From an optimization exercise on the open Yosys and OpenROAD flow, aimed at small area, a short achievable clock period and few clock cycles per item; shortcuts taken in it are not production practice.
In this exercise RTL edits were held to simulation tests only and were not proved equivalent to the original.
No activity file was given, so power comes from the tool's default toggle rates.

### flow/config.mk
export PLATFORM = sky130hd
export DESIGN_NAME = noc_router
export DESIGN_NICKNAME = noc_router
export VERILOG_FILES = /design/flow/design.v
export SDC_FILE = /design/flow/constraint.sdc
export NUM_CORES = 4
export LEC_CHECK = 0
export CAP_MARGIN = 20
export CORE_MARGIN = 2
export CORE_UTILIZATION = 40
export SLEW_MARGIN = 20
### flow/constraint.sdc
create_clock -name core_clock -period 5.5 [get_ports {clock}]
set_input_delay 1.1000 -clock core_clock [delete_from_list [all_inputs] [get_ports {clock}]]
set_output_delay 1.1000 -clock core_clock [all_outputs]
set_load 0.01 [all_outputs]
### flow/design.v
package noc_pkg;
    localparam int num_ports   = 4;
    localparam int num_sources = num_ports - 1;
    localparam int fifo_depth  = 8;
    localparam int fifo_ptr_w  = $clog2(fifo_depth);
    localparam int fifo_cnt_w  = fifo_ptr_w + 1;
    typedef logic [7:0] byte_t;
    typedef logic [3:0] node_t;
    typedef logic [1:0] port_t;
    typedef struct packed {
        node_t       src;
        node_t       dest;
        logic [23:0] data;
    } pkt_t;
    function automatic port_t route_port(input int router_id, input node_t dest);
        port_t p;
        p = 2'd0;
        if (router_id == 0) begin
            case (dest)
                4'd0:    p = 2'd0;
                4'd1:    p = 2'd2;
                4'd2:    p = 2'd3;
                default: p = 2'd1;
            endcase
        end else begin
            case (dest)
                4'd3:    p = 2'd0;
                4'd4:    p = 2'd1;
                4'd5:    p = 2'd2;
                default: p = 2'd3;
            endcase
        end
        route_port = p;
    endfunction
    function automatic port_t queue_slot(input port_t arrival, input port_t out_port);
        queue_slot = (arrival < out_port) ? arrival : port_t'(arrival - 2'd1);
    endfunction
endpackage
`timescale 1ns/1ps
module packet_fifo (
    input  logic clock,
    input  logic reset_n,
    input  logic [31:0] data_in,
    input  logic write,
    input  logic read,
    output logic [31:0] data_out,
    output logic full,
    output logic empty
);
    logic [31:0]                    mem [noc_pkg::fifo_depth];
    logic [noc_pkg::fifo_ptr_w-1:0] wr_ptr;
    logic [noc_pkg::fifo_ptr_w-1:0] rd_ptr;
    logic [noc_pkg::fifo_cnt_w-1:0] count;
    logic                  do_write;
    logic                  do_read;
    assign full  = (count == noc_pkg::fifo_cnt_w'(noc_pkg::fifo_depth));
    assign empty = (count == '0);
    assign do_write = write && !full;
    assign do_read  = read && !empty;
    assign data_out = mem[rd_ptr];
    always_ff @(posedge clock, negedge reset_n) begin
        if (!reset_n) begin
            wr_ptr <= '0;
            rd_ptr <= '0;
            count  <= '0;
        end else begin
            if (do_write) begin
                wr_ptr <= wr_ptr + 1'b1;
            end
            if (do_read) begin
                rd_ptr <= rd_ptr + 1'b1;
            end
            case ({do_write, do_read})
                2'b10:   count <= count + 1'b1;
                2'b01:   count <= count - 1'b1;
                default: count <= count;
            endcase
        end
    end
    always_ff @(posedge clock) begin
        if (do_write) begin
            mem[wr_ptr] <= data_in;
        end
    end
endmodule
`timescale 1ns/1ps
module input_port #(
    parameter int router_id  = 0,
    parameter int port_index = 0
) (
    input  logic  clock,
    input  logic  reset_n,
    input  logic  put_inbound,
    input  noc_pkg::byte_t payload_inbound,
    input  logic  queue_full,
    output logic  free_inbound,
    output noc_pkg::pkt_t  packet,
    output logic  packet_valid,
    output noc_pkg::port_t out_port,
    output noc_pkg::port_t slot
);
    typedef enum logic [1:0] {
        s_idle,
        s_byte1,
        s_byte2,
        s_byte3
    } rx_state_t;
    rx_state_t   state;
    logic [23:0] upper_q;
    logic        held;
    logic        accept;
    noc_pkg::pkt_t        assembled;
    noc_pkg::port_t       route;
    logic        to_self;
    assign assembled = noc_pkg::pkt_t'({upper_q, payload_inbound});
    assign route     = noc_pkg::route_port(router_id, assembled.dest);
    assign to_self   = (route == noc_pkg::port_t'(port_index));
    assign free_inbound = (state == s_idle) && !held;
    assign accept       = put_inbound && free_inbound;
    assign packet_valid = held && !queue_full;
    always_ff @(posedge clock, negedge reset_n) begin
        if (!reset_n) begin
            state    <= s_idle;
            held     <= 1'b0;
            out_port <= '0;
            slot     <= '0;
        end else begin
            if (packet_valid) begin
                held <= 1'b0;
            end
            case (state)
                s_idle: begin
                    if (accept) begin
                        state <= s_byte1;
                    end
                end
                s_byte1: state <= s_byte2;
                s_byte2: state <= s_byte3;
                s_byte3: begin
                    state <= s_idle;
                    if (!to_self) begin
                        held     <= 1'b1;
                        out_port <= route;
                        slot     <= noc_pkg::queue_slot(noc_pkg::port_t'(port_index), route);
                    end
                end
                default: state <= s_idle;
            endcase
        end
    end
    always_ff @(posedge clock) begin
        if (state == s_idle && accept) begin
            upper_q[23:16] <= payload_inbound;
        end
        if (state == s_byte1) begin
            upper_q[15:8] <= payload_inbound;
        end
        if (state == s_byte2) begin
            upper_q[7:0] <= payload_inbound;
        end
        if (state == s_byte3 && !to_self) begin
            packet <= assembled;
        end
    end
endmodule
`timescale 1ns/1ps
module output_port (
    input  logic                         clock,
    input  logic                         reset_n,
    input  logic                         free_outbound,
    input  logic [noc_pkg::num_sources-1:0]       queue_empty,
    input  logic [noc_pkg::num_sources-1:0][31:0] queue_head,
    output logic [noc_pkg::num_sources-1:0]       queue_read,
    output logic                         put_outbound,
    output noc_pkg::byte_t                        payload_outbound
);
    typedef enum logic [2:0] {
        s_idle,
        s_byte0,
        s_byte1,
        s_byte2,
        s_byte3
    } tx_state_t;
    tx_state_t state;
    noc_pkg::port_t     rr_ptr;
    noc_pkg::port_t     pick;
    noc_pkg::port_t     cand;
    logic      found;
    logic      start;
    noc_pkg::pkt_t      pkt_q;
    always_comb begin
        found = 1'b0;
        pick  = rr_ptr;
        cand  = rr_ptr;
        for (int k = 0; k < noc_pkg::num_sources; k++) begin
            cand = noc_pkg::port_t'((int'(rr_ptr) + k) % noc_pkg::num_sources);
            if (!found && !queue_empty[cand]) begin
                found = 1'b1;
                pick  = cand;
            end
        end
    end
    assign start = (state == s_idle) && free_outbound && found;
    always_comb begin
        queue_read = '0;
        if (start) begin
            queue_read[pick] = 1'b1;
        end
    end
    always_ff @(posedge clock, negedge reset_n) begin
        if (!reset_n) begin
            rr_ptr <= '0;
        end else if (start) begin
            if (pick == noc_pkg::port_t'(noc_pkg::num_sources - 1)) begin
                rr_ptr <= '0;
            end else begin
                rr_ptr <= pick + 1'b1;
            end
        end
    end
    always_ff @(posedge clock, negedge reset_n) begin
        if (!reset_n) begin
            state <= s_idle;
        end else begin
            case (state)
                s_idle: begin
                    if (start) begin
                        state <= s_byte0;
                    end
                end
                s_byte0: state <= s_byte1;
                s_byte1: state <= s_byte2;
                s_byte2: state <= s_byte3;
                s_byte3: state <= s_idle;
                default: state <= s_idle;
            endcase
        end
    end
    always_ff @(posedge clock) begin
        if (start) begin
            pkt_q <= queue_head[pick];
        end
    end
    assign put_outbound = (state == s_byte0);
    always_comb begin
        case (state)
            s_byte0: payload_outbound = {pkt_q.src, pkt_q.dest};
            s_byte1: payload_outbound = pkt_q.data[23:16];
            s_byte2: payload_outbound = pkt_q.data[15:8];
            s_byte3: payload_outbound = pkt_q.data[7:0];
            default: payload_outbound = 8'h00;
        endcase
    end
endmodule
`timescale 1ns/1ps
module noc_router #(
    parameter int router_id = 0
) (
    input  logic                    clock,
    input  logic                    reset_n,
    input  logic  [noc_pkg::num_ports-1:0]   put_inbound,
    input  noc_pkg::byte_t [noc_pkg::num_ports-1:0]   payload_inbound,
    input  logic  [noc_pkg::num_ports-1:0]   free_outbound,
    output logic  [noc_pkg::num_ports-1:0]   free_inbound,
    output logic  [noc_pkg::num_ports-1:0]   put_outbound,
    output noc_pkg::byte_t [noc_pkg::num_ports-1:0]   payload_outbound
);
    logic  [noc_pkg::num_ports-1:0][31:0] in_packet;
    logic  [noc_pkg::num_ports-1:0] in_valid;
    logic  [noc_pkg::num_ports-1:0][1:0] in_out_port;
    logic  [noc_pkg::num_ports-1:0][1:0] in_slot;
    logic  [noc_pkg::num_ports-1:0] in_full;
    logic [noc_pkg::num_ports-1:0][noc_pkg::num_sources-1:0] q_write;
    logic [noc_pkg::num_ports-1:0][noc_pkg::num_sources-1:0] q_read;
    logic [noc_pkg::num_ports-1:0][noc_pkg::num_sources-1:0] q_full;
    logic [noc_pkg::num_ports-1:0][noc_pkg::num_sources-1:0] q_empty;
    logic [noc_pkg::num_ports-1:0][noc_pkg::num_sources-1:0][31:0] q_head;
    for (genvar i = 0; i < noc_pkg::num_ports; i++) begin : g_in
        input_port #(
            .router_id  (router_id),
            .port_index (i)
        ) i_input_port (
            .clock           (clock),
            .reset_n         (reset_n),
            .put_inbound     (put_inbound[i]),
            .payload_inbound (payload_inbound[i]),
            .queue_full      (in_full[i]),
            .free_inbound    (free_inbound[i]),
            .packet          (in_packet[i]),
            .packet_valid    (in_valid[i]),
            .out_port        (in_out_port[i]),
            .slot            (in_slot[i])
        );
    end
    always_comb begin
        q_write = '0;
        for (int i = 0; i < noc_pkg::num_ports; i++) begin
            if (in_valid[i]) begin
                q_write[in_out_port[i]][in_slot[i]] = 1'b1;
            end
        end
    end
    always_comb begin
        for (int i = 0; i < noc_pkg::num_ports; i++) begin
            in_full[i] = q_full[in_out_port[i]][in_slot[i]];
        end
    end
    for (genvar o = 0; o < noc_pkg::num_ports; o++) begin : g_out
        for (genvar s = 0; s < noc_pkg::num_sources; s++) begin : g_slot
            localparam int src = (s < o) ? s : s + 1;
            packet_fifo i_packet_fifo (
                .clock    (clock),
                .reset_n  (reset_n),
                .data_in  (in_packet[src]),
                .write    (q_write[o][s]),
                .read     (q_read[o][s]),
                .data_out (q_head[o][s]),
                .full     (q_full[o][s]),
                .empty    (q_empty[o][s])
            );
        end
        output_port i_output_port (
            .clock            (clock),
            .reset_n          (reset_n),
            .free_outbound    (free_outbound[o]),
            .queue_empty      (q_empty[o]),
            .queue_head       (q_head[o]),
            .queue_read       (q_read[o]),
            .put_outbound     (put_outbound[o]),
            .payload_outbound (payload_outbound[o])
        );
    end
endmodule
### flow/run.sh
#!/bin/bash
# synth_recipe.tcl (not shown) runs the flow's synth.tcl, then flattens the netlist and writes it again
# the make line also repeats each setting of config.mk as NAME=value (left out here)
make -C /OpenROAD-flow-scripts/flow DESIGN_CONFIG=/design/flow/config.mk WORK_HOME=/design/flow/orfs CLKGATE_MAP_FILE= SYNTH_SCRIPT=/design/flow/synth_recipe.tcl finish
==> notes.md <==
-- kinds of logic (layout without fill, tap and decap cells) --
group / after synthesis / after routing
AND/OR/NAND/NOR: 565 / 565
flip-flops: 3588 / 3588
adder cells (fa/ha/maj): 122 / 122
XOR/XNOR: 104 / 104
multiplexers: 1328 / 1328
AO/OA/AOI/OAI: 405 / 405
other: 0 / 4
buffers and inverters: 453 / 1159
-- layout by cell type, fill, tap and decap left out, drive strengths merged, types with 50 or more instances in the layout --
cell type	count
xnor2	50
nand2	146
dfrtp	164
mux2	88
ha	103
clkdlybuf4s50	80
edfxtp	3424
o22ai	110
xor2	54
clkbuf	471
inv	144
mux4	773
nor2	76
nor3	69
buf	282
mux2i	467
clkinv	134
-- registers in the layout (all words and copies together) (netlist names) --
register                           flops
g_out.g_slot.i_packet_fifo.mem      3072
g_in.i_input_port.packet             128
g_out.i_output_port.pkt_q            128
g_in.i_input_port.upper_q             96
g_out.g_slot.i_packet_fifo.count      48
g_out.g_slot.i_packet_fifo.rd_ptr     36
g_out.g_slot.i_packet_fifo.wr_ptr     36
g_out.i_output_port.state             12
g_in.i_input_port.out_port             8
g_in.i_input_port.state                8
g_out.i_output_port.rr_ptr             8
g_in.i_input_port.held                 4
g_in.i_input_port.slot                 4
-- worst max-delay path by stage --
| stage | from | end | slack, ps | cells past startpoint |
|---|---|---|---|---|
| finish | g_in[2].i_input_port.out_port[1] | g_out[1].g_slot[1].i_packet_fifo.count[3] | 310 | 21 |
| global route | g_in[2].i_input_port.out_port[1] | g_out[1].g_slot[2].i_packet_fifo.count[3] | 100 | 21 |
| CTS | g_in[2].i_input_port.out_port[0] | g_out[1].g_slot[1].i_packet_fifo.count[3] | 450 | 21 |
| detailed placement | g_in[2].i_input_port.out_port[0] | g_out[1].g_slot[1].i_packet_fifo.count[3] | 430 | 21 |
| global placement | g_in[2].i_input_port.slot[1] | g_out[1].g_slot[2].i_packet_fifo.count[3] | 460 | 21 |
| floorplan | g_in[2].i_input_port.slot[1] | g_out[3].g_slot[0].i_packet_fifo.mem[1][0] | -1510 | 15 |
-- power by group through the flow --
stage	clock (uW)	combinational, uW	sequential, uW
global placement	0	25200	39300
CTS	25300	25900	38800
finish	24800	26300	38300
floorplan	0	17800	36200
global route	26300	27900	38900
detailed placement	0	25800	39400
-- layer usage --
layer | GRT usage | up-vias | wire, um | share of wire
li1 | - | 28200 | - | -
met1 | 0.284 | 36300 | 151000 | 0.43
met2 | 0.306 | 2389 | 165000 | 0.47
met3 | 0.0267 | 450 | 22900 | 0.066
met4 | 0.0512 | 0 | 9030 | 0.026
met5 | 0 | - | 0 | 0
-- layout make-up --
type,count,area share
inverter,124,0.00287
antenna,4,0.0000618
multi-input combinational,2524,0.202
sequential,3588,0.660
timing repair buffer,362,0.0251
clock inverter,202,0.0137
tap,4599,0.0355
clock buffer,471,0.0606
-- metrics by stage --
stage | worst slack [ps] | hold slack [ps]
floorplan | -1510 | 400
global placement | 460 | 401
detailed placement | 433 | 405
CTS | 446 | 140
global route | 99.6 | 191
finish | 309 | 185
==> flow_summary.json <==
{
  "place_area_um2": 149000,
  "reg2reg_depth": 21,
  "setup_viol": 0,
  "yosysWarnings": 7,
  "htree_levels": 5,
  "worstMarginPinSlew_ps": 1140,
  "post-route-period-util": 0.944,
  "synth_fa_ha_area_frac": 0.0117,
  "area_growth_pct": 15.2,
  "io-pin-count": 82,
  "crit_arrival_ps": 6010,
  "place_hpwl_um": 224000,
  "fmax_mhz": 193,
  "core_um2": 350000,
  "r2r-start": "g_in[2].i_input_port.out_port[1]",
  "port_buffers": 81,
  "worst-path-buf-inv": 4,
  "p_per_area_nw_per_um2": 552,
  "ant_nets": 0,
  "reg2reg_slack_ps": 310,
  "register_area_um2": 107000,
  "synth_edf_count": 3424,
  "async_reset_ff_frac": 0.0457,
  "cp-end-kind": "flop",
  "p_clk_frac": 0.278,
  "grt_max_degree": 68,
  "antenna_found_initial": 24,
  "first_iter_violations": 7532,
  "hold_viol": 0,
  "synthMuxAreaShare": 0.164,
  "ys_top_cells_by_count": "edfxtp_1, mux4_2, mux2i_1",
  "combPwrFrac": 0.294,
  "clkTransAtPathRegs_ps": 60,
  "yosysSeqAreaShare": 0.761,
  "final_cells": 11900,
  "via_count": 67400,
  "critPathKind": "reg -> reg",
  "die_area_um2": 356000,
  "grt_pass1_vias": 67600,
  "max-vdd-ir-drop_uv": 433,
  "post_cts_resize_count": 0,
  "grt_overflow": 0,
  "layout-drive-gt1-share": 0.259,
  "grt_usage": 0.194,
  "leakage_uw": 0.0515,
  "cts_inserted_buffers": 366,
  "vias_per_cell": 5.67,
  "postCtsSetupRepairBufs": 0,
  "synthSimpleGateAreaFrac": 0.0233,
  "synth_top_family_by_area": "multiplexers",
  "ctsHoldBuffers": 0,
  "drc": 0,
  "critPathSlowestCell": "a2111oi_0",
  "final_util": 0.463,
  "cap_violations": 0,
  "die_y_um": 597,
  "nets": 7128,
  "seq_power_share": 0.429,
  "fin_crit_ps": 5190,
  "p_sw_uw": 29500,
  "relSlewSlack": 0.230,
  "clk_path_buf_depth": 4,
  "cp.required_ps": 6320,
  "dieWidth_um": 597,
  "dp_cells": 11200,
  "row_count": 217,
  "ys_ff_latch": 3588,
  "synthTopCellsByArea": "edfxtp_1, mux4_2, mux2i_1, dfrtp_1, ha_1",
  "multi_input_area_um2": 32700,
  "start_util": 0.402,
  "critPathMaxFanout": 9,
  "synth_largest_area_cell": "edfxtp_1",
  "synth-main-ff-cell": "edfxtp_1",
  "startpoint_type": "flop",
  "synth_fp_nets": 6727,
  "status": "no timing/DRC/antenna violations",
  "max_stage_delay_ps": 790,
  "crit_chain": "inv_1 -> fa_1 -> inv_1 -> ha_1 -> inv_1 -> fa_1 -> and2_1 -> ha_1 -> a2111oi_0 -> nand2_1 -> a211oi_1 -> a211oi_2 -> a21oi_1 -> inv_1 -> ha_1 -> ha_1 -> a21o_1 -> a21oi_1 -> xnor2_1 -> nor2_1 -> xor2_1",
  "yosys.cell_types.count": 93,
  "r2r_end": "g_out[1].g_slot[1].i_packet_fifo.count[3]",
  "syn_area_um2": 141000,
  "clockRootBuffer": "clkbuf_16",
  "yosys.cell_count.top_type": "edfxtp_1",
  "gp_congestion": 0.843,
  "clk_latency_ps": 950,
  "skew_ps": 55.8,
  "dr.pass1.iters": 6,
  "wl_per_cell_um": 29.4,
  "synth_area_per_cell_um2": 21.4,
  "postSynthCellCount": 6565,
  "cts.sinks": 3588,
  "n_fill_cell": 28700,
  "synth_compound_gate_area_share": 0.0209,
  "critPathTopFamily": "adder cells",
  "synthXorXnorAreaFrac": 0.00648,
  "synth_top_area_share": 0.731,
  "cts_tree": "yes",
  "intPower_uw": 60000,
  "setup_tns_ps": 0,
  "totalPowerFinal_uw": 89500,
  "fin_area_um2": 162000,
  "drt_wl_total_um": 349000,
  "p_sw_frac": 0.330,
  "grt_setup_unrepaired": "no",
  "slew_violations": 0,
  "hold_path.class": "in -> async",
  "grt_pass1_wl_um": 498000
}
Testbench counts, summed over its fixed seeds: cycles 8,954, items 6,400.

static timing again, ports no longer ideal:
No port has a modelled driver above. Below, the same layout with a new extraction and two added sets of constraints. Step 1 assumes that a clkbuf_16 drives the clock port and a buf_2 every other input. Step 2 adds t to the input delays and takes it off the output delays; t is the mean of the earliest and latest rising clock arrival at the registers after step 1. Input paths then give back, and output paths get back, about the clock's delay inside the block. Three values: no drivers, after step 1, after step 2; two values: the first two.
t, ns: 1.022
setup slack, ns: 0.309 / 0.309 / 0.309
worst setup path at the end: register to register
slew at the worst register clock pin (ns): 0.07 / 0.07
cell pins on the clock port's net: 1
After both steps this run still meets setup and hold. For this run, drivers alone change the setup slack by 0.000 ns; drivers and shift together by 0.000 ns.
